This design comes from an exercise in tuning for small area on the open sky130 flow, not from production work.
The RTL was checked by simulation tests, not by an equivalence proof against the original design.
Power figures rest on the tool's default switching activity, not on a simulated workload.

### flow/design.v
package multi_channel_system_timer_pkg;
  localparam int MST_ADDR_W = 8;
  localparam logic [MST_ADDR_W-1:0] MST_MTIME_L = 8'd0;
  localparam logic [MST_ADDR_W-1:0] MST_MTIME_H = 8'd1;
  localparam logic [MST_ADDR_W-1:0] MST_CTRL    = 8'd2;
  localparam logic [MST_ADDR_W-1:0] MST_STATUS  = 8'd3;
  localparam int         MST_CH_BASE   = 4;
  localparam logic [1:0] MST_CH_CMP_L  = 2'd0;
  localparam logic [1:0] MST_CH_CMP_H  = 2'd1;
  localparam logic [1:0] MST_CH_PERIOD = 2'd2;
  localparam logic [1:0] MST_CH_CTRL   = 2'd3;
  localparam logic [63:0] MST_CMP_RESET = 64'hFFFF_FFFF_FFFF_FFFF;
  typedef struct packed {
    logic [MST_ADDR_W-1:0] raddr;
    logic [MST_ADDR_W-1:0] waddr;
    logic [31:0]           wdata;
  } sys_peripheral_t;
  typedef struct packed {
    logic ren;
    logic wen;
  } sel_t;
  typedef struct packed {
    logic [23:0] prescale;
    logic [6:0]  rsvd;
    logic        en;
  } mst_ctrl_t;
  typedef struct packed {
    logic [28:0] rsvd;
    logic        inten;
    logic        periodic;
    logic        en;
  } mst_chctrl_t;
  function automatic logic [MST_ADDR_W-3:0] mst_ch_block(input int k);
    mst_ch_block = MST_CH_BASE / 4 + k;
  endfunction
endpackage
module mst_cmp_channel
(
  input  logic        hb_clk,
  input  logic        rst,
  input  logic [63:0] mtime,
  input  logic        sel_lo,    
  input  logic        sel_hi,    
  input  logic        sel_per,   
  input  logic        sel_ctl,   
  input  logic        cmp_wr,    
  input  logic [31:0] wd_z,      
  input  logic [31:0] wd_nz,     
  input  logic [31:0] wd_no,     
  input  logic        wd_nz0,    
  input  logic        clr,       
  output logic [63:0] ncmp,
  output logic [31:0] nper,
  output logic [2:0]  chctrl,    
  output logic        pending,
  output logic        irq
);
  logic        ge;
  logic        hit;
  logic        upd;
  logic        pnz;   
  logic [31:0] t;    
  logic        cy;   
  logic [31:0] z;    
  logic [31:0] lo_nxt;
  logic [31:0] hi_nxt;
  mst_ge64 u_ge (.a(mtime), .nb(ncmp), .ge(ge));
  assign hit = chctrl[0] & ge;
  assign upd = hit & chctrl[1] & pnz & ~cmp_wr;
  mst_addcy u_cy (.nq(ncmp), .np(nper), .t(t), .cy(cy), .z(z));
  assign lo_nxt = ncmp[31:0]  ^ ({32{upd}} & t);
  assign hi_nxt = ncmp[63:32] ^ ({32{upd & ~cy}} & z);
  always_ff @(posedge hb_clk) begin
    ncmp[31:0]  <= sel_lo  ? wd_nz : lo_nxt;
    ncmp[63:32] <= sel_hi  ? wd_nz : hi_nxt;
    if (sel_per) begin
      nper <= wd_no;
      pnz  <= wd_nz0;
    end
    if (sel_ctl) chctrl <= wd_z[2:0];
  end
  always_ff @(posedge hb_clk) begin
    pending <= ~rst & ~cmp_wr & (hit | (~clr & pending));
    irq     <= ~rst & pending & chctrl[2];
  end
endmodule
module mst_ge64
(
  input  logic [63:0] a,
  input  logic [63:0] nb,
  output logic        ge
);
  logic [7:0] gt_g, ge_g;
  logic [3:0] gt1, ge1;
  logic [1:0] gt2, ge2;
  always_comb begin
    for (int j = 0; j < 8; j++) begin
      gt_g[j] = 1'b0;
      ge_g[j] = 1'b1;
      for (int i = 0; i < 8; i++) begin
        gt_g[j] = (a[8*j+i] & nb[8*j+i]) | ((a[8*j+i] | nb[8*j+i]) & gt_g[j]);
        ge_g[j] = (a[8*j+i] & nb[8*j+i]) | ((a[8*j+i] | nb[8*j+i]) & ge_g[j]);
      end
    end
    for (int j = 0; j < 4; j++) begin
      gt1[j] = gt_g[2*j+1] | (ge_g[2*j+1] & gt_g[2*j]);
      ge1[j] = gt_g[2*j+1] | (ge_g[2*j+1] & ge_g[2*j]);
    end
    for (int j = 0; j < 2; j++) begin
      gt2[j] = gt1[2*j+1] | (ge1[2*j+1] & gt1[2*j]);
      ge2[j] = gt1[2*j+1] | (ge1[2*j+1] & ge1[2*j]);
    end
    ge = gt2[1] | (ge2[1] & ge2[0]);
  end
endmodule
module mst_addcy
(
  input  logic [63:0] nq,
  input  logic [31:0] np,
  output logic [31:0] t,
  output logic        cy,
  output logic [31:0] z
);
  logic [31:0] g, p, zp;
  always_comb begin
    for (int i = 0; i < 32; i++) begin
      g[i] = nq[i] & np[i];
      p[i] = nq[i] | np[i];
    end
    g[0] = p[0];    
    for (int l = 0; l < 5; l++)
      for (int i = (2 << l) - 1; i < 32; i += (2 << l)) begin
        g[i] = g[i] | (p[i] & g[i - (1 << l)]);
        p[i] = p[i] & p[i - (1 << l)];
      end
    for (int l = 3; l >= 0; l--)
      for (int i = 3 * (1 << l) - 1; i < 32; i += (2 << l)) begin
        g[i] = g[i] | (p[i] & g[i - (1 << l)]);
        p[i] = p[i] & p[i - (1 << l)];
      end
    zp = ~nq[63:32];
    for (int l = 0; l < 5; l++)
      for (int i = (2 << l) - 1; i < 32; i += (2 << l))
        zp[i] = zp[i] & zp[i - (1 << l)];
    for (int l = 3; l >= 0; l--)
      for (int i = 3 * (1 << l) - 1; i < 32; i += (2 << l))
        zp[i] = zp[i] & zp[i - (1 << l)];
  end
  assign t  = np ^ {g[30:0], 1'b1};
  assign cy = g[31];
  assign z  = {zp[30:0], 1'b1};
endmodule
import multi_channel_system_timer_pkg::*;
module multi_channel_system_timer
#(
  parameter int NUM_CMP    = 8,
  parameter int PRESCALE_W = 8
) (
  input  logic                       hb_clk,
  input  logic                       rst,
  input  logic                       tick_src,
  input  logic [MST_ADDR_W-1:0]      bus_raddr,
  input  logic [MST_ADDR_W-1:0]      bus_waddr,
  input  logic [31:0]                bus_wdata,
  input  logic                       bus_ren,
  input  logic                       bus_wen,
  output logic [31:0]                bus_rdata,
  output logic [NUM_CMP-1:0]         irq,
  output logic                       mtimer_int
);
  logic                  tick_q;
  logic                  tick;
  logic                  inc;
  logic                  upd;
  logic [PRESCALE_W-1:0] cnt;
  logic [63:0]           mtime;
  logic [63:0]           mt_a;    
  logic                  ctrl_en;
  logic [PRESCALE_W-1:0] prescale;
  logic [31:0]           wd_z, wd_nz, wd_no;
  logic                  wr_mtime_l, wr_mtime_h, wr_ctrl, wr_status;
  logic [63:0]           ch_ncmp   [NUM_CMP];
  logic [31:0]           ch_nper   [NUM_CMP];
  logic [2:0]            ch_ctrl   [NUM_CMP];
  logic [NUM_CMP-1:0]    pending;
  logic [31:0]           rd_val;
  assign wd_z  = bus_wdata & {32{~rst}};
  assign wd_no = ~wd_z;
  assign wd_nz = ~(bus_wdata | {32{rst}});
  assign wr_mtime_l = bus_wen & (bus_waddr == MST_MTIME_L);
  assign wr_mtime_h = bus_wen & (bus_waddr == MST_MTIME_H);
  assign wr_ctrl    = bus_wen & (bus_waddr == MST_CTRL);
  assign wr_status  = bus_wen & (bus_waddr == MST_STATUS);
  assign tick = tick_src & ~tick_q;
  assign inc  = ctrl_en & tick & (cnt == prescale);
  always_ff @(posedge hb_clk) begin
    tick_q <= tick_src & ~rst;
    if (rst | wr_ctrl)         cnt <= '0;
    else if (ctrl_en && tick)  cnt <= inc ? '0 : cnt + 1'b1;
    if (rst | wr_ctrl) begin
      ctrl_en  <= wd_z[0];
      prescale <= wd_z[8 +: PRESCALE_W];
    end
  end
  assign upd = inc & ~wr_mtime_l & ~wr_mtime_h;
  mst_pre64 u_pre (.q(mtime), .p(mt_a));
  always_ff @(posedge hb_clk) begin
    mtime[31:0]  <= (rst | wr_mtime_l) ? wd_z : mtime[31:0]  ^ ({32{upd}} & mt_a[31:0]);
    mtime[63:32] <= (rst | wr_mtime_h) ? wd_z : mtime[63:32] ^ ({32{upd}} & mt_a[63:32]);
  end
  for (genvar k = 0; k < NUM_CMP; k++) begin : g_ch
    logic       ch_wsel;
    assign ch_wsel = bus_wen & (bus_waddr[MST_ADDR_W-1:2] == MST_CH_BASE / 4 + k);
    mst_cmp_channel u_ch (
      .hb_clk  (hb_clk),
      .rst     (rst),
      .mtime   (mtime),
      .sel_lo  (rst | (ch_wsel & (bus_waddr[1:0] == MST_CH_CMP_L))),
      .sel_hi  (rst | (ch_wsel & (bus_waddr[1:0] == MST_CH_CMP_H))),
      .sel_per (rst | (ch_wsel & (bus_waddr[1:0] == MST_CH_PERIOD))),
      .sel_ctl (rst | (ch_wsel & (bus_waddr[1:0] == MST_CH_CTRL))),
      .cmp_wr  (ch_wsel & ~bus_waddr[1]),
      .wd_z    (wd_z),
      .wd_nz   (wd_nz),
      .wd_no   (wd_no),
      .wd_nz0  (|wd_z),
      .clr     (wr_status & bus_wdata[k]),
      .ncmp    (ch_ncmp[k]),
      .nper    (ch_nper[k]),
      .chctrl  (ch_ctrl[k]),
      .pending (pending[k]),
      .irq     (irq[k])
    );
  end
  assign mtimer_int = irq[0];
  logic [35:0] rsel;
  logic [31:0] rterm [36];
  logic [31:0] rl1 [18];
  logic [31:0] rl2 [9];
  logic [31:0] rl3 [5];
  logic [31:0] rl4 [3];
  always_comb begin
    for (int k = 0; k < 36; k++)
      rsel[k] = ~rst & (bus_raddr == 8'(k));
    rterm[0] = mtime[31:0];
    rterm[1] = mtime[63:32];
    rterm[2] = {16'd0, prescale, 7'd0, ctrl_en};
    rterm[3] = {24'd0, pending};
    for (int k = 0; k < NUM_CMP; k++) begin
      rterm[MST_CH_BASE + 4*k + 0] = ~ch_ncmp[k][31:0];
      rterm[MST_CH_BASE + 4*k + 1] = ~ch_ncmp[k][63:32];
      rterm[MST_CH_BASE + 4*k + 2] = ~ch_nper[k];
      rterm[MST_CH_BASE + 4*k + 3] = {29'd0, ch_ctrl[k]};
    end
    for (int k = 0; k < 36; k++)
      rterm[k] = rterm[k] & {32{rsel[k]}};
    for (int k = 0; k < 18; k++) rl1[k] = rterm[2*k] | rterm[2*k+1];
    for (int k = 0; k < 9; k++)  rl2[k] = rl1[2*k] | rl1[2*k+1];
    for (int k = 0; k < 4; k++)  rl3[k] = rl2[2*k] | rl2[2*k+1];
    rl3[4] = rl2[8];
    for (int k = 0; k < 2; k++)  rl4[k] = rl3[2*k] | rl3[2*k+1];
    rl4[2] = rl3[4];
    rd_val = (rl4[0] | rl4[1]) | rl4[2];
  end
  always_ff @(posedge hb_clk) begin
    if (bus_ren | rst) bus_rdata <= rd_val;
  end
endmodule
module mst_pre64
(
  input  logic [63:0] q,
  output logic [63:0] p
);
  logic [63:0] a;
  always_comb begin
    a = q;
    for (int l = 0; l < 6; l++)
      for (int i = (2 << l) - 1; i < 64; i += (2 << l))
        a[i] = a[i] & a[i - (1 << l)];
    for (int l = 4; l >= 0; l--)
      for (int i = 3 * (1 << l) - 1; i < 64; i += (2 << l))
        a[i] = a[i] & a[i - (1 << l)];
  end
  assign p = {a[62:0], 1'b1};
endmodule
### flow/flow/run.sh
#!/bin/bash
# Own layout flow: the standard ORFS flow (standard.sh) with these changes.
#  1. Synthesis is the standard script (synth_recipe.tcl sourcing ORFS synth.tcl)
#     with only the ABC mapping step changed: the adder-carry module
#     mst_addcy is kept as its own module until the final flatten and mapped
#     with flow/abc_keep.script (which keeps its prefix structure), and the
#     rest is mapped with flow/abc.script (area-oriented, no re-balancing).
#     All passes before ABC are unchanged, so the registers are the standard
#     synthesis's, with the same names and cells.
#  2. CTS runs without dummy loads, with small sink clusters.
# Logs: make's output in run.log here; each ORFS step's log under orfs/logs/.
set -euo pipefail
W=$(pwd)
F=$W/flow

python3 - "$FLOW_HOME/scripts/synth.tcl" "$W/orfs_synth_own.tcl" "$F" <<'PY'
import sys
src, dst, f = sys.argv[1:]
s = open(src).read()
old = "  log_cmd abc {*}$abc_args\n"
assert s.count(old) == 1
new = ("  set abc_rest [lrange $abc_args 2 end]\n"
       "  log_cmd abc -script " + f + "/abc_keep.script {*}$abc_rest mst_addcy\n"
       "  log_cmd abc -script " + f + "/abc.script {*}$abc_rest $::env(DESIGN_NAME)\n")
open(dst, "w").write(s.replace(old, new))
PY
sed "s#\$::env(SCRIPTS_DIR)/synth.tcl#$W/orfs_synth_own.tcl#" "$W/synth_recipe.tcl" > "$W/own_synth.tcl"
grep -q "orfs_synth_own.tcl" "$W/own_synth.tcl"

bash "$W/standard.sh" \
  "SYNTH_SCRIPT=$W/own_synth.tcl" \
  "SYNTH_KEEP_MODULES=mst_addcy" \
  "CTS_ARGS=-sink_clustering_enable -repair_clock_nets -dont_use_dummy_load -buf_list sky130_fd_sc_hd__clkbuf_16 -sink_clustering_size 20 -sink_clustering_max_diameter 60" \
  finish > "$W/run.log" 2>&1
### flow/flow/abc.script
strash
&get -n
&st
&dch
&nf
&put
buffer -c
topo
stime -c
upsize -c
dnsize -c
### flow/flow/abc_keep.script
strash
&get -n
&st
&nf
&put
topo
stime -c
### flow/standard.sh
#!/bin/bash
# synth_recipe.tcl (not shown) runs the flow's synth.tcl, then flattens the netlist and writes it again
# the make line also repeats each setting of config.mk as NAME=value (left out here)
make -C /OpenROAD-flow-scripts/flow DESIGN_CONFIG=/design/flow/config.mk WORK_HOME=/design/flow/orfs CLKGATE_MAP_FILE= SYNTH_SCRIPT=/design/flow/synth_recipe.tcl "${@:-finish}"
### flow/config.mk
export PLATFORM = sky130hd
export DESIGN_NAME = multi_channel_system_timer
export DESIGN_NICKNAME = multi_channel_system_timer
export VERILOG_FILES = /design/flow/design.v
export SDC_FILE = /design/flow/constraint.sdc
export NUM_CORES = 4
export LEC_CHECK = 0
export CAP_MARGIN = 20
export CORE_MARGIN = 2
export CORE_UTILIZATION = 40
export GPL_TIMING_DRIVEN = 0
export PLACE_DENSITY = 0.5
export SETUP_SLACK_MARGIN = 0.3
export SLEW_MARGIN = 20
### flow/constraint.sdc
create_clock -name core_clock -period 5.0 [get_ports {hb_clk}]
set_input_delay 1.0000 -clock core_clock [delete_from_list [all_inputs] [get_ports {hb_clk}]]
set_output_delay 1.0000 -clock core_clock [all_outputs]
set_load 0.01 [all_outputs]
==> results of run 1 <==
## report_power, final
| part | internal [mW] | switching (mW) |
|---|---|---|
| combinational | 1.54 | 3.13 |
| sequential | 8.50 | 1.48 |
| clock | 4.04 | 3.48 |
| total | 14.1 | 8.09 |
## per-layer routing
| layer | wire length, um | vias to the layer above | share of wire |
|---|---|---|---|
| li1 | - | 29100 | - |
| met1 | 147000 | 34400 | 0.37 |
| met2 | 153000 | 6452 | 0.38 |
| met3 | 61700 | 1625 | 0.15 |
| met4 | 37500 | 30 | 0.094 |
| met5 | 391 | - | 0.00098 |
## registers in the layout, summed over array words and instances (netlist names)
register,count
g_ch.u_ch.ncmp,512
g_ch.u_ch.pnz,8
tick_q,1
g_ch.u_ch.irq,8
ctrl_en,1
g_ch.u_ch.pending,8
bus_rdata,32
mtime,64
g_ch.u_ch.nper,256
prescale,8
cnt,8
g_ch.u_ch.chctrl,24
## metrics by stage
stage	area (sq um)	setup slack, ps	power (mW)	std cells
2_1_floorplan	58800	1050	12.0	7577
3_3_place_gp	62100	-2330	14.2	9583
3_5_place_dp	63400	-2060	14.3	9633
4_1_cts	67000	104	21.7	9770
5_1_grt	67400	12.2	22.5	9792
6_report	67500	-217	22.2	9825
## cells in the final DEF, fill, tap and decap left out, types with 94 or more instances in the layout
master and n:
xnor2_1 177, nand2_1 946, nor2_1 677, o21ai_0 644
nor3_1 130, a22oi_1 159, o22ai_1 744, dfxtp_1 599
nor4_1 148, a21oi_1 628, clkbuf_2 129, clkbuf_16 117
nand3_1 394, buf_2 94, clkbuf_1 204, xor2_1 220
edfxtp_1 329, o211ai_1 110
## worst max-delay path by stage
stage	start	endpoint	slack [ps]	cells after the start
detailed placement	rst	g_ch[2].u_ch.pnz	-2060	8
finish	bus_raddr[1]	bus_rdata[13]	-220	12
CTS	rst	bus_rdata[16]	100	9
floorplan	bus_waddr[5]	g_ch[2].u_ch.nper[0]	1050	3
global placement	rst	bus_rdata[10]	-2330	10
global route	bus_raddr[1]	bus_rdata[13]	10	12
## timing repair
item | CTS | global route
endpoints found under the setup margin | 704 | 454
gates resized for setup | 162 | 128
endpoints found under the hold margin | 0 | 0
buffers inserted | 20 | 13
pin swaps | 12 | 12
hold buffers | 0 | 0
## final cells by class
| type | instances | area share |
|---|---|---|
| buffer | 523 | 0.0367 |
| multi-input combinational | 6020 | 0.520 |
| clock buffer | 117 | 0.0434 |
| sequential | 930 | 0.324 |
| tap | 1917 | 0.0355 |
| inverter | 102 | 0.00567 |
| antenna | 40 | 0.00148 |
| timing repair buffer | 176 | 0.0325 |
## worst min-delay path: stages, from the launching register on
cell      delay (ps)
dfxtp_1          320
nand2_1           60
a211oi_1          60
## cell families (layout without fill, tap and decap cells)
kind of cell               Yosys count  count (layout)
muxes                               28              28
DFF                                930             930
buffers and inverters              627             918
AOI/OAI and AO/OA                 2861            2861
adders and majority gates           67              67
other                                8              48
xor gates and xnor gates           397             397
and+or+nand+nor                   2659            2659
## Yosys stat by module, one instance, submodules excluded
module | flops+latches | cells
multi_channel_system_timer | 930 | 5961
mst_addcy | 0 | 202
==> impl_metrics.ini, run 1 <==
[outcome]
outcome = failed layout checks
so.violations = negative setup slack

[clock_network]
insertion_delay_ps = 790
cts.reportedPaths.clkPinSlew_ps = 60
clock_sinks = 930
cts_tree = yes
clock-root-buffer = clkbuf_16
numCtsBuffers = 117
cts_buffer_depth = 3
htreeDepth = 3

[timing]
timing.final.ws_setup_ps = -217
fmax_mhz = 192
whs_ps = 488
fin_crit_ps = 5220
tightest_slew_ps = 1390
report.final.slew_viol_count = 0
fin_tns_setup_ps = -386
finalHoldViolations = 0
fin_crit_sh = 1.04
slew_headroom = 0.0745
skew_ps = 74.1
rsz0062_at_grt = yes
finalSetupViolations = 6

[synth]
synth-xor-area-share = 0.0591
async_flop_share = 0
synthTopCellsByArea = dfxtp_1 20%, edfxtp_1 17%, o22ai_1 7.9%
synth_top_flop_cell = dfxtp_1
synth_edf_count = 329
syn_area_sq_mm = 0.0588
yosysWarnings = 18
synthSimpleGateAreaFrac = 0.206
yosysMostFrequentCell = nand2_1
ys_seq_area_frac = 0.373
yosysTopAreaCellShare = 0.205
synthAdderAreaFrac = 0.0115
synth_top_family_by_area = compound AO/OA/AOI/OAI gates
synth_seq_cells = 930
synthTopCellsByCount = 949 x nand2_1, 744 x o22ai_1, 684 x nor2_1
yosysTopAreaCell = dfxtp_1
synth.area.mux_share = 0.00477
synth.net_count = 7632
synth_cell_types = 82
syn_area_per_cell_sq_um = 7.76
synth-compound-area-share = 0.302
synthCells = 7577

[worst_setup_path]
reg2regPathDepth = 15
r2r_slack_ps = 160
worstSetupPathType = in2reg
startpoint_type = input port
path_cells = clkdlybuf4s50_1, clkbuf_1, nand2b_1, nor3_1, nand2_1, buf_2, clkbuf_4, o22ai_1, nor2_1, nand2_1, nor3_4, nand3_1
crit_top_cell = nand2_1
worst_ep_required_time_ps = 5390
crit_family = simple AND/OR/NAND/NOR gates
cp_max_fo = 10
end_kind = flip-flop
worst_ep_arrival_time_ps = 5600
r2r-end = g_ch[5].u_ch.ncmp[29]
reg2reg_from = mtime[50]
crit_path_top_delay_cell = nor3_4
slowest_delay_ps = 610
cp_num_buf_inv = 4

[floorplanning]
core_sq_mm = 0.146
rows = 140
num_io_pins = 94
dieArea_sq_mm = 0.150
die_h_um = 387
die_width_um = 387
initial_core_util = 0.404

[global_route]
busiest_layer = met2
met1_usage = 0.637
grt_util_met3 = 0.205
grtUsageTotal = 0.507
grt_pass1_wl_um = 524000
grt_overflow = 0
antenna_found_initial = 46
use_met2 = 0.686
first_global_vias = 61500
grt_max_degree = 28

[worst_hold_path]
hp-class = reg2reg
whs_endpoint = g_ch[0].u_ch.pending
min_path_cells = 2
min_from = g_ch[0].u_ch.pending

[cells_and_area]
fin_nets = 7925
drive_gt1_frac = 0.0829
syn_to_final_growth_pct = 14.8
n_fill_cell = 14600
seq_area_sq_mm = 0.0219
final_util = 0.463
multi_input_area_sq_mm = 0.0351

[route]
routedWlPerCell_um = 40.6
drt-total-wl_um = 399000
vias_per_cell = 7.29
ant_nets = 0
remaining_drc_errors = 0
via_count = 71600
first_iter_violations = 13600
drt_pass1_iterations = 9

[placed_design]
numPortBuffers = 89
gp_congestion = 1.13
dp_hpwl_um = 310000

[job]
cap_viol_max_count = 0

[pwr]
ir_worst_vdd_v = 0.000297
leakage_nw = 23.9
p_per_area_mw_per_mm2 = 328
==> run 2: changes to the inputs <==
==> flow/flow/abc.script (replaced) <==
strash
&get -n
&st
&dch
&nf
&put
topo
stime -c
==> run 2 against run 1 <==
Compared with the run above:
- now clean on timing, DRC and antenna
- routed wire length down 25%
- via count fell by 12%
- fmax is 8.6% higher
- final cell count down 4.8%
- highest routed layer unchanged
- largest cell class unchanged
- die area shrank 3.6%
- sequential power barely moved
- clock-buffer cell count shrank 6
- clock power is 5.3% lower
==> impl_metrics.ini, run 2 <==
[floorplanning]
num_io_pins = 94
die_h_um = 380
dieArea_sq_mm = 0.145
core_sq_mm = 0.141
initial_core_util = 0.402
die_width_um = 380
rows = 138

[pwr]
power_frac_comb = 0.189
ir_worst_vdd_v = 0.000342
total_power_mw = 21.1
p_per_area_mw_per_mm2 = 317
power_switching_mw = 7.25
leakage_nw = 23.3
clockPowerShare = 0.337
intPower_mw = 13.9
sw_frac_of_total = 0.343
p_seq_frac = 0.474

[outcome]
outcome = complete, no violations

[placed_design]
gp_congestion = 1.01
post-place-cells = 9205
dp_hpwl_um = 217000
place_area_sq_mm = 0.0634
numPortBuffers = 93

[worst_setup_path]
worst_ep_required_time_ps = 5600
cp_max_fo = 20
end_kind = flip-flop
startpoint_type = flip-flop
worstSetupPathType = reg2reg
worst_ep_arrival_time_ps = 5410
r2r_slack_ps = 190

[global_route]
grt_pass1_wl_um = 416000
grtUsageTotal = 0.396
grt_max_degree = 85
first_global_vias = 57200
antenna_found_initial = 9
grt_overflow = 0

[synth]
synth_seq_cells = 930
syn_area_sq_mm = 0.0567
synthTopCellsByCount = 949 x nand2_1, 744 x o22ai_1, 691 x o21ai_0
yosysTopAreaCellShare = 0.212
synth_edf_count = 329
synthTopCellsByArea = dfxtp_1 21%, edfxtp_1 17%, o22ai_1 8.2%
synthCells = 7068
yosysTopAreaCell = dfxtp_1
synth.net_count = 7123
yosysWarnings = 18
synth_top_flop_cell = dfxtp_1
yosysMostFrequentCell = nand2_1
async_flop_share = 0
ys_seq_area_frac = 0.387
synth_cell_types = 63
syn_area_per_cell_sq_um = 8.02

[clock_network]
insertion_delay_ps = 780
htreeDepth = 3
cts_tree = yes
clock-root-buffer = clkbuf_16
numCtsBuffers = 111
cts_hold_buf = 0
cts_buffer_depth = 3
cts.reportedPaths.clkPinSlew_ps = 60
clock_sinks = 930

[timing]
fin_crit_sh = 0.961
fin_crit_ps = 4810
skew_ps = 86.1
fmax_mhz = 208
whs_ps = 516
finalSetupViolations = 0
fin_tns_setup_ps = 0
tightest_slew_ps = 1240
finalHoldViolations = 0
rsz0062_at_grt = no
report.final.slew_viol_count = 0
slew_headroom = 0.176

[route]
remaining_drc_errors = 0
drt_pass1_iterations = 8
drt-total-wl_um = 298000
ant_nets = 0
via_count = 63400
routedWlPerCell_um = 31.9
vias_per_cell = 6.78
first_iter_violations = 7471

[cells_and_area]
fin_nets = 7516
mostFrequentLayoutCell = nand2_1
drive_gt1_frac = 0.0674
reg_top3 = g_ch.u_ch.ncmp x512, g_ch.u_ch.nper x256, mtime x64
final_area_sq_mm = 0.0667
largest_reg_flops = 512
syn_to_final_growth_pct = 17.8
final_cell_mix = 925 x nand2_1, 744 x o22ai_1, 674 x o21ai_0
largest-register = g_ch.u_ch.ncmp
stdcell_count = 9351

[worst_hold_path]
hp-class = reg2reg

[job]
cap_viol_max_count = 0
==> run 2: power groups by stage <==
stage	Sequential (mW)	Combinational, mW	Clock (mW)
after floorplan	9.53	2.41	0
after global placement	10.1	3.58	0
after detailed placement	10.1	3.87	0
after CTS	9.96	3.90	7.16
after global routing	10.1	4.28	7.40
final	10.0	3.99	7.12
==> run 2: cell families after synthesis <==
logic type,synth area share
buffers and inverters,0.00888
AO/OA/AOI/OAI,0.313
multiplexers,0.00495
XOR/XNOR,0.0614
AND/OR/NAND/NOR,0.212
other,0.000530
adder cells (fa/ha/maj),0.0119
flip-flops,0.387
==> run 2: cell type report <==
| type | instances | area (sq um) |
|---|---|---|
| Fill cell | 13800 | 74300 |
| Timing Repair Buffer | 279 | 3770 |
| Sequential cell | 930 | 22000 |
| Tap cell | 1890 | 2360 |
| Multi-Input combinational cell | 6021 | 35300 |
| Buffer | 16 | 120 |
| Clock buffer | 111 | 2780 |
| Antenna cell | 2 | 5.00 |
| Inverter | 102 | 383 |
==> run 2: path summary, 6_finish.rpt <==
kind | to | cells past startpoint | from
max | g_ch[3].u_ch.ncmp[22] | 13 | mtime[7]
max reg2reg | g_ch[3].u_ch.ncmp[22] | 13 | mtime[7]
min reg2reg | cnt[7] | 1 | cnt[7]
min | cnt[7] | 1 | cnt[7]
==> run 2: per-stage QoR <==
stage,setup WS (ps),util
2_1_floorplan,-423,-
3_3_place_gp,-7550,0.426
3_5_place_dp,-1770,0.450
4_1_cts,306,0.472
5_1_grt,315,0.473
6_report,194,0.473
==> run 2: worst max-delay path, cell delays in order, from the launching register on <==
cell and delay (ps):
dfxtp_1 950, nor2_1 320, nor3_1 670, a21oi_2 290, o211ai_1 680, a21oi_2 290, nor3_4 410, buf_6 210
buf_4 200, buf_4 230, nand2_1 90, xnor2_1 120, nand2_1 70, o21ai_0 70
==> run 2: routing by layer <==
metal / vias to the layer above / routed length [um] / track usage
met5: - / 27 / 0
met1: 30600 / 110000 / 0.469
met2: 3487 / 133000 / 0.630
met4: 4 / 27600 / 0.304
met3: 1003 / 26800 / 0.0787
li1: 28300 / - / -
==> run 2: what timing repair did <==
| action | in CTS | in global routing |
|---|---|---|
| resized for setup | 64 | 38 |
| buffers inserted | 28 | 3 |
| setup endpoints to repair | 501 | 182 |
| gates cloned | 1 | 0 |
| pin swaps | 15 | 3 |
==> run 2: per-module statistics from Yosys (local to each module, per instance) <==
module / cells inside / flops+latches / cell area, sq um
mst_addcy: 202 / 0 / 1190
multi_channel_system_timer: 5452 / 930 / 47200
==> run 3: changes to the inputs <==
--- a/flow/flow/run.sh
+++ b/flow/flow/run.sh
@@ -30,5 +30,5 @@
 bash "$W/standard.sh" \
   "SYNTH_SCRIPT=$W/own_synth.tcl" \
   "SYNTH_KEEP_MODULES=mst_addcy" \
-  "CTS_ARGS=-sink_clustering_enable -repair_clock_nets -dont_use_dummy_load -buf_list sky130_fd_sc_hd__clkbuf_16 -sink_clustering_size 20 -sink_clustering_max_diameter 60" \
+  "CTS_ARGS=-sink_clustering_enable -repair_clock_nets -dont_use_dummy_load -buf_list sky130_fd_sc_hd__clkbuf_8 -sink_clustering_size 14 -sink_clustering_max_diameter 60" \
   finish > "$W/run.log" 2>&1
--- a/flow/config.mk
+++ b/flow/config.mk
@@ -5,10 +5,10 @@
 export SDC_FILE = /design/flow/constraint.sdc
 export NUM_CORES = 4
 export LEC_CHECK = 0
-export CAP_MARGIN = 20
+export CAP_MARGIN = 10
 export CORE_MARGIN = 2
 export CORE_UTILIZATION = 40
 export GPL_TIMING_DRIVEN = 0
 export PLACE_DENSITY = 0.5
 export SETUP_SLACK_MARGIN = 0.3
-export SLEW_MARGIN = 20
+export SLEW_MARGIN = 10
==> run 3 against run 2 <==
Compared with the run above:
- via count is 0.24% lower
- die area stayed put
- clock-buffer cell count is 4 higher
==> impl_metrics.ini, run 3 <==
[outcome]
outcome = complete, no violations

[synth]
syn_area_per_cell_sq_um = 8.02
synthCells = 7068
syn_area_sq_mm = 0.0567
synthTopCellsByArea = dfxtp_1 21%, edfxtp_1 17%, o22ai_1 8.2%
yosysTopAreaCellShare = 0.212
yosysTopAreaCell = dfxtp_1
synth_edf_count = 329
synth.net_count = 7123
yosysWarnings = 18
synth_seq_cells = 930
synth_cell_types = 63
yosysMostFrequentCell = nand2_1
ys_seq_area_frac = 0.387
async_flop_share = 0
synthTopCellsByCount = 949 x nand2_1, 744 x o22ai_1, 691 x o21ai_0
synth_top_flop_cell = dfxtp_1

[worst_setup_path]
worstSetupPathType = reg2reg
slowest_delay_ps = 770
worst_ep_required_time_ps = 5800
path_cells = o22ai_1, o21ai_0, a21oi_1, o21ai_0, o21a_1, a21oi_1, o21ai_1, o2111ai_1, nor3_4, buf_4, buf_16, buf_8, a21oi_1, nand3b_1, o21ai_0
end_kind = flip-flop
r2r-end = g_ch[0].u_ch.ncmp[42]
worst_ep_arrival_time_ps = 5500
reg2reg_from = mtime[57]
reg2regPathDepth = 15
crit_path_top_delay_cell = o21ai_0
startpoint_type = flip-flop
r2r_slack_ps = 300
cp_max_fo = 29

[global_route]
antenna_found_initial = 14
first_global_vias = 57200
grt_pass1_wl_um = 416000
grt_max_degree = 84
grt_overflow = 0
grtUsageTotal = 0.396

[cells_and_area]
syn_to_final_growth_pct = 16.1
drive_gt1_frac = 0.0664
reg_top3 = g_ch.u_ch.ncmp x512, g_ch.u_ch.nper x256, mtime x64
final_cell_mix = 925 x nand2_1, 744 x o22ai_1, 675 x o21ai_0
n_fill_cell = 13900
largest_reg_flops = 512
fin_nets = 7527
mostFrequentLayoutCell = nand2_1
largest-register = g_ch.u_ch.ncmp

[placed_design]
dp_hpwl_um = 224000
numPortBuffers = 93
placement.setup.worst_slack_ps = -2160
gp_congestion = 1.01

[pwr]
p_per_area_mw_per_mm2 = 289
ir_worst_vdd_v = 0.000211
leakage_nw = 22.6

[clock_network]
clock_sinks = 930
clock-root-buffer = clkbuf_8
cts.reportedPaths.clkPinSlew_ps = 90
cts_hold_buf = 0
cts_tree = yes
cts_buffer_depth = 3
htreeDepth = 3
insertion_delay_ps = 910
numCtsBuffers = 115

[route]
remaining_drc_errors = 0
ant_nets = 0
via_count = 63200
first_iter_violations = 7135
drt_pass1_iterations = 9
drt-total-wl_um = 299000
vias_per_cell = 6.75
routedWlPerCell_um = 31.9

[timing]
finalSetupViolations = 0
rsz0062_at_grt = no
fin_crit_sh = 0.940
fmax_mhz = 213
slew_headroom = 0.132
timing.final.ws_setup_ps = 299
finalHoldViolations = 0
tightest_slew_ps = 1300
fin_crit_ps = 4700
report.final.slew_viol_count = 0
fin_tns_setup_ps = 0
skew_ps = 82.7

[floorplanning]
num_io_pins = 94
rows = 138
die_h_um = 380
dieArea_sq_mm = 0.145
initial_core_util = 0.402
core_sq_mm = 0.141
die_width_um = 380

[worst_hold_path]
min_from = g_ch[2].u_ch.pending
whs_endpoint = g_ch[2].u_ch.irq
min_path_cells = 2
hp-class = reg2reg

[job]
cap_viol_max_count = 0
## run 3: cell counts after synthesis
Identical to the previous run, type by type.
## run 3: worst max-delay path, delay by kind of cell, from the launching register on
family / cells / cell delay, ps
AOI/OAI and AO/OA: 10 / 2830
and+or+nand+nor: 2 / 430
buffers and inverters: 3 / 530
DFF: 1 / 760
## run 3: through the flow
step / hold WS (ps) / area [sq um] / util / instances / power (mW)
2_1_floorplan: 422 / 56800 / - / 7068 / 11.9
3_3_place_gp: 484 / 60100 / 0.426 / 9051 / 13.7
3_5_place_dp: 508 / 63700 / 0.451 / 9221 / 14.0
4_1_cts: 504 / 65600 / 0.465 / 9352 / 18.9
5_1_grt: 525 / 65700 / 0.466 / 9362 / 19.7
6_report: 515 / 65800 / 0.466 / 9369 / 19.0
## run 3: how the worst max path moves through the flow
stage,from,end,slack (ps)
5_1_grt,mtime[52],g_ch[5].u_ch.ncmp[61],310
3_3_place_gp,g_ch[2].u_ch.nper[0],g_ch[2].u_ch.ncmp[38],-7550
6_report,mtime[57],g_ch[0].u_ch.ncmp[42],300
4_1_cts,mtime[1],g_ch[6].u_ch.ncmp[14],310
2_1_floorplan,g_ch[2].u_ch.nper[0],g_ch[2].u_ch.ncmp[49],-420
3_5_place_dp,bus_waddr[1],mtime[63],-2160
## run 3: modules after synthesis (local to each module, per instance)
module / flops+latches / times used / cell area (sq um) / cells
mst_addcy: 0 / 8 / 1190 / 202
multi_channel_system_timer: 930 / 1 / 47200 / 5452
## run 3: area by class of cell
type | instances | area, sq um | area share
Sequential cell | 930 | 22000 | 0.335
Clock buffer | 115 | 1580 | 0.0241
Multi-Input combinational cell | 6021 | 35100 | 0.534
Tap cell | 1890 | 2360 | 0.0360
Antenna cell | 9 | 22.5 | 0.000342
Buffer | 16 | 120 | 0.00183
Timing Repair Buffer | 286 | 4140 | 0.0630
Inverter | 102 | 383 | 0.00582
## run 3: power breakdown
group	switching, mW	internal, mW	leakage, nW	total (mW)
Sequential	1.52	8.49	8.31	10.0
Clock	3.01	2.02	0.827	5.03
Combinational	2.44	1.55	13.5	3.99
Total	6.98	12.1	22.6	19.0
## run 3: layer usage
layer,vias to the layer above,GRT usage,part of all wire
met1,30500,0.467,0.37
met4,6,0.299,0.090
met5,-,0,0.00012
met3,966,0.0793,0.091
li1,28300,-,-
met2,3452,0.635,0.45
## run 3: kinds of logic after synthesis
| logic type | Yosys count | share of synthesized area |
|---|---|---|
| fa+ha+maj | 67 | 0.0119 |
| mux | 28 | 0.00495 |
| xor+xnor | 397 | 0.0614 |
| flops | 930 | 0.387 |
| buf+inv | 118 | 0.00888 |
| other cells | 8 | 0.000530 |
| compound gates | 2861 | 0.313 |
| simple gates | 2659 | 0.212 |
## run 3: repair_timing
action                                  in CTS  in global routing
pin swaps                                   13                  6
gates cloned                                 0                  1
endpoints found under the setup margin     511                215
setup buffers                               16                  7
gates resized for setup                     68                 40
==> run 4: changes to the inputs <==
==> flow/flow/abc.script (replaced) <==
strash
&get -n
&st
&dch
&nf -p -R 20
&put
topo
stime -c
--- a/flow/config.mk
+++ b/flow/config.mk
@@ -5,10 +5,10 @@
 export SDC_FILE = /design/flow/constraint.sdc
 export NUM_CORES = 4
 export LEC_CHECK = 0
-export CAP_MARGIN = 10
+export CAP_MARGIN = 20
 export CORE_MARGIN = 2
 export CORE_UTILIZATION = 40
 export GPL_TIMING_DRIVEN = 0
 export PLACE_DENSITY = 0.5
 export SETUP_SLACK_MARGIN = 0.3
-export SLEW_MARGIN = 10
+export SLEW_MARGIN = 20
==> run 4 against run 3 <==
Compared with the run above:
- utilization increased by 0.44 points
- register-to-register slack worse by 130 ps
- via count increased by 0.75%
- clock-buffer cell count is 2 higher
- first-iteration DRC count grew 8.5%
- flip-flop and latch count did not move
- fmax down 2.7%
- global-route usage is essentially flat
- setup slack got worse by 130 ps
- critical endpoint is now g_ch[3].u_ch.ncmp[5]
==> impl_metrics.ini, run 4 <==
[outcome]
outcome = complete, no violations

[route]
via_count = 63700
drt-total-wl_um = 301000
ant_nets = 0
remaining_drc_errors = 0
drt_pass1_iterations = 8
vias_per_cell = 6.78
routedWlPerCell_um = 32.1
first_iter_violations = 7745

[synth]
synth.net_count = 7156
yosysMostFrequentCell = nand2_1
async_flop_share = 0
ys_seq_area_frac = 0.388
synthTopCellsByArea = dfxtp_1 21%, edfxtp_1 17%, o22ai_1 8.6%
synthCells = 7101
syn_area_per_cell_sq_um = 7.95
synth_top_flop_cell = dfxtp_1
synthTopCellsByCount = 1141 x nand2_1, 779 x o22ai_1, 681 x nor2_1
syn_area_sq_mm = 0.0565
synth_edf_count = 329
yosysWarnings = 18
synth_cell_types = 61
yosysTopAreaCellShare = 0.213
synth_seq_cells = 930
yosysTopAreaCell = dfxtp_1

[worst_setup_path]
reg2regPathDepth = 15
startpoint_type = flip-flop
r2r-end = g_ch[3].u_ch.ncmp[5]
worst_ep_arrival_time_ps = 5540
reg2reg_from = mtime[24]
end_kind = flip-flop
worstSetupPathType = reg2reg
r2r_slack_ps = 170
cp_max_fo = 17
worst_ep_required_time_ps = 5710

[cells_and_area]
fin_nets = 7568
final_util = 0.471
largest-register = g_ch.u_ch.ncmp
multi_input_area_sq_mm = 0.0353
n_fill_cell = 13800
largest_reg_flops = 512
mostFrequentLayoutCell = nand2_1
drive_gt1_frac = 0.0710
seq_area_sq_mm = 0.0221
reg_top3 = g_ch.u_ch.ncmp x512, g_ch.u_ch.nper x256, mtime x64
syn_to_final_growth_pct = 16.5
final_cell_mix = 1117 x nand2_1, 778 x o22ai_1, 663 x nor2_1

[timing]
fmax_mhz = 207
skew_ps = 96.0
fin_crit_sh = 0.966
rsz0062_at_grt = yes
fin_tns_setup_ps = 0
fin_crit_ps = 4830
finalSetupViolations = 0
timing.final.ws_setup_ps = 170
tightest_slew_ps = 1210
slew_headroom = 0.187
report.final.slew_viol_count = 0
finalHoldViolations = 0

[global_route]
grt_pass1_wl_um = 415000
first_global_vias = 57300
grt_overflow = 0
antenna_found_initial = 13
grtUsageTotal = 0.396
grt_max_degree = 83

[placed_design]
placement.setup.worst_slack_ps = -2170
dp_hpwl_um = 212000
gp_congestion = 0.971
numPortBuffers = 93

[clock_network]
cts_tree = yes
numCtsBuffers = 117
insertion_delay_ps = 920
cts.reportedPaths.clkPinSlew_ps = 80
clock-root-buffer = clkbuf_8
htreeDepth = 3
clock_sinks = 930
cts_buffer_depth = 3

[pwr]
leakage_nw = 23.0
ir_worst_vdd_v = 0.000210
p_per_area_mw_per_mm2 = 291

[floorplanning]
dieArea_sq_mm = 0.144
initial_core_util = 0.404
die_h_um = 380
core_sq_mm = 0.140
die_width_um = 380
rows = 137
num_io_pins = 94

[worst_hold_path]
hp-class = in2reg
min_from = tick_src
min_path_cells = 2
whs_endpoint = tick_q

[job]
cap_viol_max_count = 0
## run 4: worst max-delay path, stage by stage (launching register included)
cell and delay [ps]:
dfxtp_4 420, buf_4 170, buf_12 120, a211oi_1 50, o21a_1 210, o311ai_1 530
a311o_1 280, nand3_1 80, o211ai_1 640, nor3b_4 440, o21a_2 320, and4_2 910
nand2_1 150, xnor2_1 160, nand2_1 60, o21ai_0 60
## run 4: kinds of logic (layout without fill, tap and decap cells)
logic type / after synthesis / in the layout / synth area share
other cells: 8 / 15 / 0.000532
flops: 930 / 930 / 0.388
mux: 4 / 4 / 0.000709
fa+ha+maj: 67 / 67 / 0.0120
buf+inv: 111 / 515 / 0.00844
compound gates: 2778 / 2778 / 0.305
xor+xnor: 463 / 463 / 0.0718
simple gates: 2740 / 2746 / 0.213
## run 4: through the flow
step	std cells	cell area (sq um)	total power [mW]	hold WS [ps]
6_report	9394	65800	19.2	404
5_1_grt	9388	65800	19.8	438
4_1_cts	9359	65300	19.0	460
3_5_place_dp	9201	63000	13.9	468
3_3_place_gp	9070	59900	13.7	466
2_1_floorplan	7101	56600	11.9	422
## run 4: Yosys stat by module (local to each module, per instance)
module,copies in the design,area (sq um)
mst_addcy,8,1190
multi_channel_system_timer,1,47000
## run 4: worst max-delay path by stage
stage | start | to | cells after the start | slack [ps]
floorplan | mtime[25] | g_ch[0].u_ch.ncmp[53] | 14 | -290
global placement | rst | g_ch[4].u_ch.ncmp[22] | 3 | -7200
detailed placement | tick_src | mtime[59] | 15 | -2170
CTS | ctrl_en | mtime[59] | 16 | 5
global route | ctrl_en | mtime[59] | 17 | 80
finish | mtime[24] | g_ch[3].u_ch.ncmp[5] | 15 | 170
## run 4: area by class of cell
cell class / instances / share of cell area
Antenna cell: 7 / 0.000266
Buffer: 16 / 0.00183
Clock buffer: 117 / 0.0245
Inverter: 95 / 0.00542
Multi-Input combinational cell: 6066 / 0.536
Sequential cell: 930 / 0.335
Tap cell: 1876 / 0.0357
Timing Repair Buffer: 287 / 0.0614
## run 4: report_power, final
part           switching [mW]  total [mW]  internal [mW]
clock                    3.05        5.10           2.05
sequential               1.50        9.99           8.49
combinational            2.48        4.06           1.58
## run 4: routing by layer
metal	part of all wire	vias up	GRT usage
li1	-	28100	-
met1	0.36	30700	0.464
met2	0.45	3687	0.640
met3	0.090	1123	0.0699
met4	0.096	10	0.311
met5	0.00021	-	0
## run 4: repair_timing
| item | 4_1_cts | 5_1_grt |
|---|---|---|
| endpoints found under the hold margin | 0 | 0 |
| pin swaps | 21 | 16 |
| buffers inserted | 36 | 27 |
| resized for setup | 110 | 45 |
| setup endpoints to repair | 482 | 208 |
| hold buffers | 0 | 0 |
| cloned | 5 | 1 |
==> run 5: changes to the inputs <==
==> flow/flow/abc.script (replaced) <==
strash
&get -n
&st
&dch
&nf
&put
topo
stime -c
--- a/flow/config.mk
+++ b/flow/config.mk
@@ -8,7 +8,7 @@
 export CAP_MARGIN = 20
 export CORE_MARGIN = 2
 export CORE_UTILIZATION = 40
-export GPL_TIMING_DRIVEN = 0
+export GPL_TIMING_DRIVEN = 1
 export PLACE_DENSITY = 0.5
 export SETUP_SLACK_MARGIN = 0.3
 export SLEW_MARGIN = 20
==> run 5 against run 4 <==
Compared with the run above:
- flip-flop and latch count stayed put
- total power is 0.69% higher
- worst hold slack better by 120 ps
- largest cell class unchanged
- design area is 0.15% lower
- setup slack better by 180 ps
==> impl_metrics.ini, run 5 <==
[outcome]
outcome = complete, no violations

[worst_setup_path]
worstSetupPathType = reg2reg
worst_ep_required_time_ps = 5740
r2r_slack_ps = 350
end_kind = flip-flop
crit_path_top_delay_cell = nor4b_4
slowest_delay_ps = 550
cp_max_fo = 26
reg2regPathDepth = 14
path_cells = buf_4, nor2_1, o311a_1, o311a_1, o21ai_0, a21oi_1, o211a_1, o31a_1, nor4b_4, buf_12, nand2_1, xnor2_1, nand2_1, o21ai_0
reg2reg_from = mtime[2]
startpoint_type = flip-flop
r2r-end = g_ch[2].u_ch.ncmp[49]
worst_ep_arrival_time_ps = 5390

[global_route]
antenna_found_initial = 14
grt_pass1_wl_um = 436000
grt_max_degree = 85
grt_overflow = 0
grtUsageTotal = 0.421
first_global_vias = 56900

[synth]
synth_edf_count = 329
synth.net_count = 7123
yosysTopAreaCell = dfxtp_1
synthTopCellsByCount = 949 x nand2_1, 744 x o22ai_1, 691 x o21ai_0
syn_area_per_cell_sq_um = 8.02
synth_cell_types = 63
yosysTopAreaCellShare = 0.212
yosysMostFrequentCell = nand2_1
async_flop_share = 0
synth_seq_cells = 930
synthTopCellsByArea = dfxtp_1 21%, edfxtp_1 17%, o22ai_1 8.2%
ys_seq_area_frac = 0.387
syn_area_sq_mm = 0.0567
synth_top_flop_cell = dfxtp_1
yosysWarnings = 18
synthCells = 7068

[timing]
fin_crit_ps = 4650
tightest_slew_ps = 1250
fin_crit_sh = 0.931
whs_ps = 524
finalHoldViolations = 0
rsz0062_at_grt = no
fmax_mhz = 215
report.final.slew_viol_count = 0
slew_headroom = 0.165
skew_ps = 94.6
finalSetupViolations = 0

[clock_network]
cts_tree = yes
clock-root-buffer = clkbuf_8
cts_buffer_depth = 3
cts.reportedPaths.clkPinSlew_ps = 70
insertion_delay_ps = 910
clock_sinks = 930
cts_hold_buf = 0
numCtsBuffers = 120
htreeDepth = 3

[cells_and_area]
fin_nets = 7728
reg_top3 = g_ch.u_ch.ncmp x512, g_ch.u_ch.nper x256, mtime x64
syn_to_final_growth_pct = 16.0
largest-register = g_ch.u_ch.ncmp
final_util = 0.466
largest_reg_flops = 512
mostFrequentLayoutCell = nand2_1
drive_gt1_frac = 0.0798
final_area_sq_mm = 0.0657
final_cell_mix = 925 x nand2_1, 744 x o22ai_1, 690 x o21ai_0

[pwr]
ir_worst_vdd_v = 0.000228
total_power_mw = 19.3
p_per_area_mw_per_mm2 = 293
leakage_nw = 23.0

[worst_hold_path]
whs_endpoint = cnt[1]
hp-class = reg2reg
min_path_cells = 2
min_from = cnt[1]

[placed_design]
gp_congestion = 1.03
place_area_sq_mm = 0.0640
dp_hpwl_um = 235000
numPortBuffers = 93

[floorplanning]
dieArea_sq_mm = 0.145
die_width_um = 380
core_sq_mm = 0.141
rows = 138
die_h_um = 380
num_io_pins = 94
initial_core_util = 0.402

[route]
first_iter_violations = 8617
ant_nets = 0
via_count = 64800
remaining_drc_errors = 0
drt_pass1_iterations = 8
routedWlPerCell_um = 33.3
vias_per_cell = 6.78
drt-total-wl_um = 319000

[job]
cap_viol_max_count = 0
==> run 5: critical path, delay by kind of cell (launching register included) <==
kind                   cells  cell delay [ps]
flip-flops                 1              450
buffers and inverters      2              600
AO/OA/AOI/OAI              7             2510
XOR/XNOR                   1              120
AND/OR/NAND/NOR            4              790
==> run 5: logic make-up (layout without fill, tap and decap cells) <==
family	after synthesis	in the layout	synth area share
flip-flops	930	930	0.387
multiplexers	28	28	0.00495
buffers and inverters	118	721	0.00888
AND/OR/NAND/NOR	2659	2659	0.212
other	8	11	0.000530
XOR/XNOR	397	397	0.0614
adder cells (fa/ha/maj)	67	67	0.0119
AO/OA/AOI/OAI	2861	2861	0.313
==> run 5: area by class of cell <==
class	instances	area (sq um)
Multi-Input combinational cell	6020	34800
Fill cell	14100	75400
Clock buffer	120	1650
Inverter	102	383
Timing Repair Buffer	499	4610
Tap cell	1890	2360
Antenna cell	3	7.51
Sequential cell	930	21900
==> run 5: routing by layer <==
metal,track usage,vias up,part of all wire
met5,0,-,0.000097
met4,0.359,4,0.10
met3,0.0819,995,0.098
met1,0.517,31300,0.37
met2,0.636,3887,0.43
li1,-,28700,-
==> run 5: repair_timing <==
| action | 4_1_cts | 5_1_grt |
|---|---|---|
| gates resized for setup | 0 | 5 |
| endpoints found under the setup margin | 0 | 11 |
| buffers inserted | 0 | 0 |
==> run 5: worst max-delay path by stage <==
stage | startpoint | to | slack [ps] | cells after the start
final | mtime[2] | g_ch[2].u_ch.ncmp[49] | 350 | 14
after global placement | bus_waddr[5] | mtime[42] | -90 | 14
after floorplan | g_ch[2].u_ch.nper[0] | g_ch[2].u_ch.ncmp[49] | -420 | 11
after CTS | g_ch[1].u_ch.ncmp[0] | g_ch[1].u_ch.ncmp[31] | 440 | 14
after global routing | g_ch[1].u_ch.nper[0] | g_ch[1].u_ch.ncmp[31] | 320 | 14
after detailed placement | bus_waddr[5] | mtime[42] | -130 | 14
==> run 5: where the power goes <==
part           total (mW)  leakage (nW)  internal (mW)  switching (mW)
logic                4.14          13.8           1.58            2.56
registers            9.99          8.29           8.48            1.50
clock network        5.16         0.863           2.10            3.06
==> run 5: stage by stage <==
stage	cells	TNS, ps	setup slack (ps)
after floorplan	7068	-9340	-423
after global placement	9440	-123	-89.4
after detailed placement	9441	-199	-135
after CTS	9561	0	436
after global routing	9563	0	316
final	9564	0	346
==> run 5: Yosys stat by module (local to each module, per instance) <==
module                      times used  cell area (sq um)  flip-flops and latches  cells inside
multi_channel_system_timer           1              47200                     930          5452
mst_addcy                            8               1190                       0           202
==> run 6: changes to the inputs <==
--- a/flow/config.mk
+++ b/flow/config.mk
@@ -7,8 +7,8 @@
 export LEC_CHECK = 0
 export CAP_MARGIN = 20
 export CORE_MARGIN = 2
-export CORE_UTILIZATION = 40
-export GPL_TIMING_DRIVEN = 1
-export PLACE_DENSITY = 0.5
+export CORE_UTILIZATION = 52
+export GPL_TIMING_DRIVEN = 0
+export PLACE_DENSITY = 0.62
 export SETUP_SLACK_MARGIN = 0.3
 export SLEW_MARGIN = 20
==> run 6 against run 5 <==
Compared with the run above:
- still clean
- design area shrank 1.3%
- die area shrank 23%
- total power decreased by 3.5%
- utilization is 13 points higher
- critical path type unchanged
- critical endpoint is now g_ch[4].u_ch.ncmp[12]
==> impl_metrics.ini, run 6 <==
[synth]
synth_edf_count = 329
synthCells = 7068
synth_top_flop_cell = dfxtp_1
synth.net_count = 7123
ys_seq_area_frac = 0.387
yosysTopAreaCell = dfxtp_1
syn_area_sq_mm = 0.0567
synth_cell_types = 63
syn_area_per_cell_sq_um = 8.02
synthTopCellsByCount = 949 x nand2_1, 744 x o22ai_1, 691 x o21ai_0
yosysMostFrequentCell = nand2_1
yosysTopAreaCellShare = 0.212
synth_seq_cells = 930
async_flop_share = 0
synthTopCellsByArea = dfxtp_1 21%, edfxtp_1 17%, o22ai_1 8.2%
yosysWarnings = 18

[pwr]
leakage_nw = 22.6
ir_worst_vdd_v = 0.000268
total_power_mw = 18.6
p_per_area_mw_per_mm2 = 287

[cells_and_area]
reg_top3 = g_ch.u_ch.ncmp x512, g_ch.u_ch.nper x256, mtime x64
largest-register = g_ch.u_ch.ncmp
largest_reg_flops = 512
final_area_sq_mm = 0.0648
final_cell_mix = 925 x nand2_1, 744 x o22ai_1, 681 x o21ai_0
syn_to_final_growth_pct = 14.4
fin_nets = 7510
drive_gt1_frac = 0.0633
mostFrequentLayoutCell = nand2_1
stdcell_count = 8875

[worst_setup_path]
worst_ep_required_time_ps = 5690
r2r_slack_ps = 160
reg2regPathDepth = 14
setup.worst_path.start = mtime[2]
reg2reg_from = mtime[2]
slowest_delay_ps = 610
r2r-end = g_ch[4].u_ch.ncmp[12]
crit_path_top_delay_cell = nor3b_2
worstSetupPathType = reg2reg
worst_ep_arrival_time_ps = 5530
cp_max_fo = 21
startpoint_type = flip-flop
path_cells = nor2_1, o311ai_1, a21oi_1, o21ai_0, a31oi_1, o21ai_1, a21oi_1, nor3b_2, buf_4, buf_4, nand2_1, xnor2_1, nand2_1, o21ai_0
end_kind = flip-flop
endpoint = g_ch[4].u_ch.ncmp[12]

[route]
vias_per_cell = 7.27
routedWlPerCell_um = 31.1
drt-total-wl_um = 276000
drt_pass1_iterations = 14
ant_nets = 0
first_iter_violations = 9848
remaining_drc_errors = 0
via_count = 64500

[timing]
fin_crit_ps = 4840
fin_tns_setup_ps = 0
rsz0062_at_grt = no
whs_ps = 515
finalHoldViolations = 0
tightest_slew_ps = 1280
report.final.slew_viol_count = 0
fin_crit_sh = 0.968
slew_headroom = 0.149
finalSetupViolations = 0
fmax_mhz = 207
skew_ps = 86.3

[placed_design]
dp_hpwl_um = 202000
gp_congestion = 1.02
numPortBuffers = 93
place_area_sq_mm = 0.0630
post-place-cells = 8739

[global_route]
grt_max_degree = 77
grt_pass1_wl_um = 390000
first_global_vias = 57700
grtUsageTotal = 0.476
antenna_found_initial = 10
grt_overflow = 0

[worst_hold_path]
min_from = cnt[7]
hp-class = reg2reg

[floorplanning]
initial_core_util = 0.523
die_h_um = 334
rows = 121
num_io_pins = 94
core_sq_mm = 0.108
die_width_um = 334
dieArea_sq_mm = 0.112

[clock_network]
cts_buffer_depth = 3
cts_tree = yes
numCtsBuffers = 102
clock-root-buffer = clkbuf_8
cts.reportedPaths.clkPinSlew_ps = 90
insertion_delay_ps = 880
clock_sinks = 930
htreeDepth = 3
cts_hold_buf = 0

[outcome]
outcome = complete, no violations

[job]
cap_viol_max_count = 0
## run 6: critical path, delay by kind of cell, from the launching register on
kind	cells	cell delay, ps
AO/OA/AOI/OAI	7	2500
XOR/XNOR	1	120
buffers and inverters	2	590
flip-flops	1	560
AND/OR/NAND/NOR	4	850
## run 6: worst min path at each step
| stage | endpoint | slack [ps] | cells after the start |
|---|---|---|---|
| global route | cnt[1] | 560 | 2 |
| CTS | cnt[7] | 510 | 1 |
| global placement | cnt[7] | 500 | 1 |
| finish | cnt[7] | 510 | 1 |
| detailed placement | cnt[7] | 510 | 1 |
| floorplan | g_ch[3].u_ch.irq | 420 | 2 |
## run 6: layer usage
metal / GRT usage / share of wire / vias to the layer above
met3: 0.126 / 0.12 / 1365
met4: 0.433 / 0.11 / 14
met2: 0.730 / 0.43 / 4489
li1: - / - / 28200
met5: 0 / 0.00042 / -
met1: 0.544 / 0.34 / 30400
## run 6: cells by family after synthesis
group | Yosys count | share of synthesized area
xor gates and xnor gates | 397 | 0.0614
adders and majority gates | 67 | 0.0119
buffers and inverters | 118 | 0.00888
DFF | 930 | 0.387
muxes | 28 | 0.00495
other | 8 | 0.000530
AOI/OAI and AO/OA | 2861 | 0.313
and+or+nand+nor | 2659 | 0.212
## run 6: metrics by stage
step | setup slack, ps | util
5_1_grt | 304 | 0.598
6_report | 159 | 0.598
4_1_cts | 307 | 0.596
2_1_floorplan | -423 | -
3_3_place_gp | -6940 | 0.549
3_5_place_dp | -1600 | 0.581
## run 6: timing repair
| item | CTS | global route |
|---|---|---|
| endpoints found under the setup margin | 463 | 216 |
| pin swaps | 10 | 7 |
| buffers inserted | 16 | 10 |
| cloned | 0 | 0 |
| resized for setup | 47 | 38 |
| hold endpoints to repair | 0 | 0 |
## run 6: final cells by class
cell class,instances,area (sq um)
multi-input combinational,6020,35200
buffer,16,120
clock buffer,102,1400
antenna,8,20.0
fill,9808,43600
sequential,930,22000
tap,1414,1770
timing repair buffer,283,3970
inverter,102,383
## run 6: power breakdown
group          leakage, nW  total [mW]  internal, mW  switching [mW]
logic                 13.6        3.96          1.54            2.42
registers             8.30        9.98          8.49            1.49
clock network        0.733        4.67          1.80            2.87
## run 6: per-module statistics from Yosys, one instance, submodules excluded
module,times used,flops+latches
multi_channel_system_timer,1,930
mst_addcy,8,0
==> run 7: changes to the inputs <==
--- a/flow/config.mk
+++ b/flow/config.mk
@@ -7,8 +7,8 @@
 export LEC_CHECK = 0
 export CAP_MARGIN = 20
 export CORE_MARGIN = 2
-export CORE_UTILIZATION = 52
+export CORE_UTILIZATION = 40
 export GPL_TIMING_DRIVEN = 0
-export PLACE_DENSITY = 0.62
+export PLACE_DENSITY = 0.5
 export SETUP_SLACK_MARGIN = 0.3
 export SLEW_MARGIN = 20
==> run 7 against run 6 <==
Compared with the run above:
- global-route usage down 8.1 points
- first-iteration DRC count decreased by 23%
- clock skew grew 3.2 ps
- critical path depth rose by 1
- utilization fell by 13 points
==> impl_metrics.ini, run 7 <==
[worst_setup_path]
reg2regPathDepth = 15
cp_max_fo = 19
r2r_slack_ps = 310
slowest_delay_ps = 640
worstSetupPathType = reg2reg
crit_path_top_delay_cell = a21oi_2
startpoint_type = flip-flop
path_cells = a211oi_1, o311ai_2, a222oi_1, o31ai_1, maj3_1, a21oi_2, o21ai_2, a21oi_2, nor4_4, buf_4, buf_4, buf_4, a21o_1, nand3_1, o21ai_0
r2r-end = g_ch[6].u_ch.ncmp[54]
worst_ep_arrival_time_ps = 5420
endpoint = g_ch[6].u_ch.ncmp[54]
reg2reg_from = mtime[1]
worst_ep_required_time_ps = 5730
end_kind = flip-flop
crit_top_cell = buf_4
setup.worst_path.start = mtime[1]

[synth]
synthTopCellsByArea = dfxtp_1 21%, edfxtp_1 17%, o22ai_1 8.2%
yosysTopAreaCell = dfxtp_1
synth_seq_cells = 930
ys_seq_area_frac = 0.387
synth.net_count = 7123
syn_area_per_cell_sq_um = 8.02
synth_top_flop_cell = dfxtp_1
async_flop_share = 0
synth_edf_count = 329
yosysWarnings = 18
synthTopCellsByCount = 949 x nand2_1, 744 x o22ai_1, 691 x o21ai_0
syn_area_sq_mm = 0.0567
synth_cell_types = 63
synthCells = 7068
yosysTopAreaCellShare = 0.212
yosysMostFrequentCell = nand2_1

[floorplanning]
rows = 138
die_h_um = 380
initial_core_util = 0.402
die_width_um = 380
core_sq_mm = 0.141
num_io_pins = 94
dieArea_sq_mm = 0.145

[clock_network]
insertion_delay_ps = 910
clock_sinks = 930
clock-root-buffer = clkbuf_8
cts.reportedPaths.clkPinSlew_ps = 80
cts_buffer_depth = 3
numCtsBuffers = 112
htreeDepth = 3
cts_tree = yes

[pwr]
leakage_nw = 22.8
p_per_area_mw_per_mm2 = 290
ir_worst_vdd_v = 0.000244

[cells_and_area]
final_area_sq_mm = 0.0655
fin_nets = 7513
largest_reg_flops = 512
mostFrequentLayoutCell = nand2_1
final_util = 0.464
final_cell_mix = 925 x nand2_1, 744 x o22ai_1, 674 x o21ai_0
drive_gt1_frac = 0.0668
syn_to_final_growth_pct = 15.6
n_fill_cell = 13900
reg_top3 = g_ch.u_ch.ncmp x512, g_ch.u_ch.nper x256, mtime x64
largest-register = g_ch.u_ch.ncmp

[route]
first_iter_violations = 7582
remaining_drc_errors = 0
ant_nets = 0
drt-total-wl_um = 299000
drt_pass1_iterations = 6
vias_per_cell = 6.77
via_count = 63300
routedWlPerCell_um = 31.9

[timing]
fmax_mhz = 213
finalSetupViolations = 0
report.final.slew_viol_count = 0
whs_ps = 520
finalHoldViolations = 0
fin_crit_sh = 0.939
tightest_slew_ps = 1240
rsz0062_at_grt = yes
fin_crit_ps = 4690
slew_headroom = 0.173
skew_ps = 89.6
fin_tns_setup_ps = 0
timing.final.ws_setup_ps = 306

[global_route]
grt_max_degree = 85
grtUsageTotal = 0.396
grt_overflow = 0
grt_pass1_wl_um = 416000
first_global_vias = 57100
antenna_found_initial = 10

[outcome]
outcome = complete, no violations

[worst_hold_path]
hp-class = reg2reg

[placed_design]
gp_congestion = 1.01
dp_hpwl_um = 217000
numPortBuffers = 93
place_area_sq_mm = 0.0634
placement.setup.worst_slack_ps = -1770

[job]
cap_viol_max_count = 0
run 7: cell counts after synthesis:
No cell type changed its count.
run 7: final cells by class:
type                            count  area, sq um  share of cell area
Timing Repair Buffer              275         3770              0.0576
Tap cell                         1890         2360              0.0361
Inverter                          102          383             0.00584
Antenna cell                        6         15.0            0.000229
Sequential cell                   930        22000               0.336
Buffer                             16          120             0.00183
Clock buffer                      112         1540              0.0235
Multi-Input combinational cell   6021        35300               0.539
run 7: worst min-delay path by stage:
stage / startpoint / endpoint / depth (start not counted)
after floorplan: g_ch[3].u_ch.pending / g_ch[3].u_ch.irq / 2
after global placement: g_ch[5].u_ch.pending / g_ch[5].u_ch.pending / 2
after detailed placement: g_ch[5].u_ch.pending / g_ch[5].u_ch.pending / 2
after CTS: g_ch[5].u_ch.pending / g_ch[5].u_ch.pending / 2
after global routing: g_ch[5].u_ch.pending / g_ch[5].u_ch.pending / 2
final: cnt[7] / cnt[7] / 1
run 7: report_power, final:
part | total (mW) | switching (mW) | internal (mW)
registers | 10.0 | 1.53 | 8.49
logic | 4.00 | 2.45 | 1.55
clock network | 4.97 | 3.00 | 1.97
run 7: kinds of logic (layout without fill, tap and decap cells):
family,count (synthesis),count (layout),synth area share
AOI/OAI and AO/OA,2861,2861,0.313
xor gates and xnor gates,397,397,0.0614
adders and majority gates,67,67,0.0119
buffers and inverters,118,505,0.00888
DFF,930,930,0.387
muxes,28,28,0.00495
other,8,14,0.000530
and+or+nand+nor,2659,2660,0.212
run 7: timing repair:
item,in CTS,in global routing
pin swaps,15,3
gates cloned,1,0
setup endpoints to repair,492,177
hold buffers,0,0
gates resized for setup,63,39
setup buffers,26,2
run 7: per-module statistics from Yosys (local to each module, per instance):
module	flops+latches	area [sq um]
mst_addcy	0	1190
multi_channel_system_timer	930	47200
run 7: critical path, delay by kind of cell, from the launching register on:
kind	cells	cell delay, ps
buffers and inverters	3	600
flip-flops	1	440
AND/OR/NAND/NOR	2	170
adder cells (fa/ha/maj)	1	500
AO/OA/AOI/OAI	9	2810
run 7: per-layer routing:
layer / part of all wire / vias up / wire length [um] / global-route usage
li1: - / 28300 / - / -
met1: 0.37 / 30700 / 111000 / 0.469
met2: 0.45 / 3390 / 134000 / 0.630
met3: 0.090 / 917 / 26800 / 0.0806
met4: 0.089 / 2 / 26600 / 0.301
met5: 0.000044 / - / 13 / 0
run 7: through the flow:
stage,total power [mW],instances
2_1_floorplan,11.9,7068
3_3_place_gp,13.7,9051
3_5_place_dp,14.0,9205
4_1_cts,18.8,9344
5_1_grt,19.6,9347
6_report,19.0,9352

re-timing with driven ports:
The results above use ideal ports. As a check the final layouts listed here were re-extracted and re-timed, cells and wires unchanged.
Step 1 sets driving cells, clkbuf_16 on the clock port and buf_2 on the other inputs (assumed; they add their load-dependent delay and slew).
Step 2 times the ports against the registers' clock, not the clock port: input delays grow and output delays shrink by t, the midpoint of the rising clock arrivals with the driver on.
a / b / c = ideal / step 1 / step 2; a / b = the first two.
| run | t (ns) | slack for setup (ns) | clock arrival spread, ns | worst data-port slew with drivers (ns) | pins driven straight from the clock port |
|---|---|---|---|---|---|
| run 1 | 0.844 | -0.217 / -0.163 / -1.007 | 0.080 / 0.080 | 0.12 | 1 |
| run 2 | 0.815 | 0.194 / 0.194 / -0.403 | 0.086 / 0.087 | 0.05 | 1 |
| run 3 | 0.950 | 0.299 / 0.299 / -0.500 | 0.084 / 0.084 | 0.04 | 1 |
| run 4 | 0.947 | 0.170 / 0.170 / -0.456 | 0.096 / 0.096 | 0.07 | 1 |
| run 5 | 0.945 | 0.346 / 0.346 / -0.204 | 0.094 / 0.095 | 0.04 | 1 |
| run 6 | 0.910 | 0.159 / 0.159 / -0.414 | 0.086 / 0.086 | 0.05 | 1 |
| run 7 | 0.942 | 0.306 / 0.306 / -0.486 | 0.092 / 0.092 | 0.05 | 1 |
Met with ideal ports but missed after step 2: setup timing in 6 of these runs. The setup slack of run 3, which loses most, moves by 0.000 ns with the drivers and by -0.799 ns with both steps.
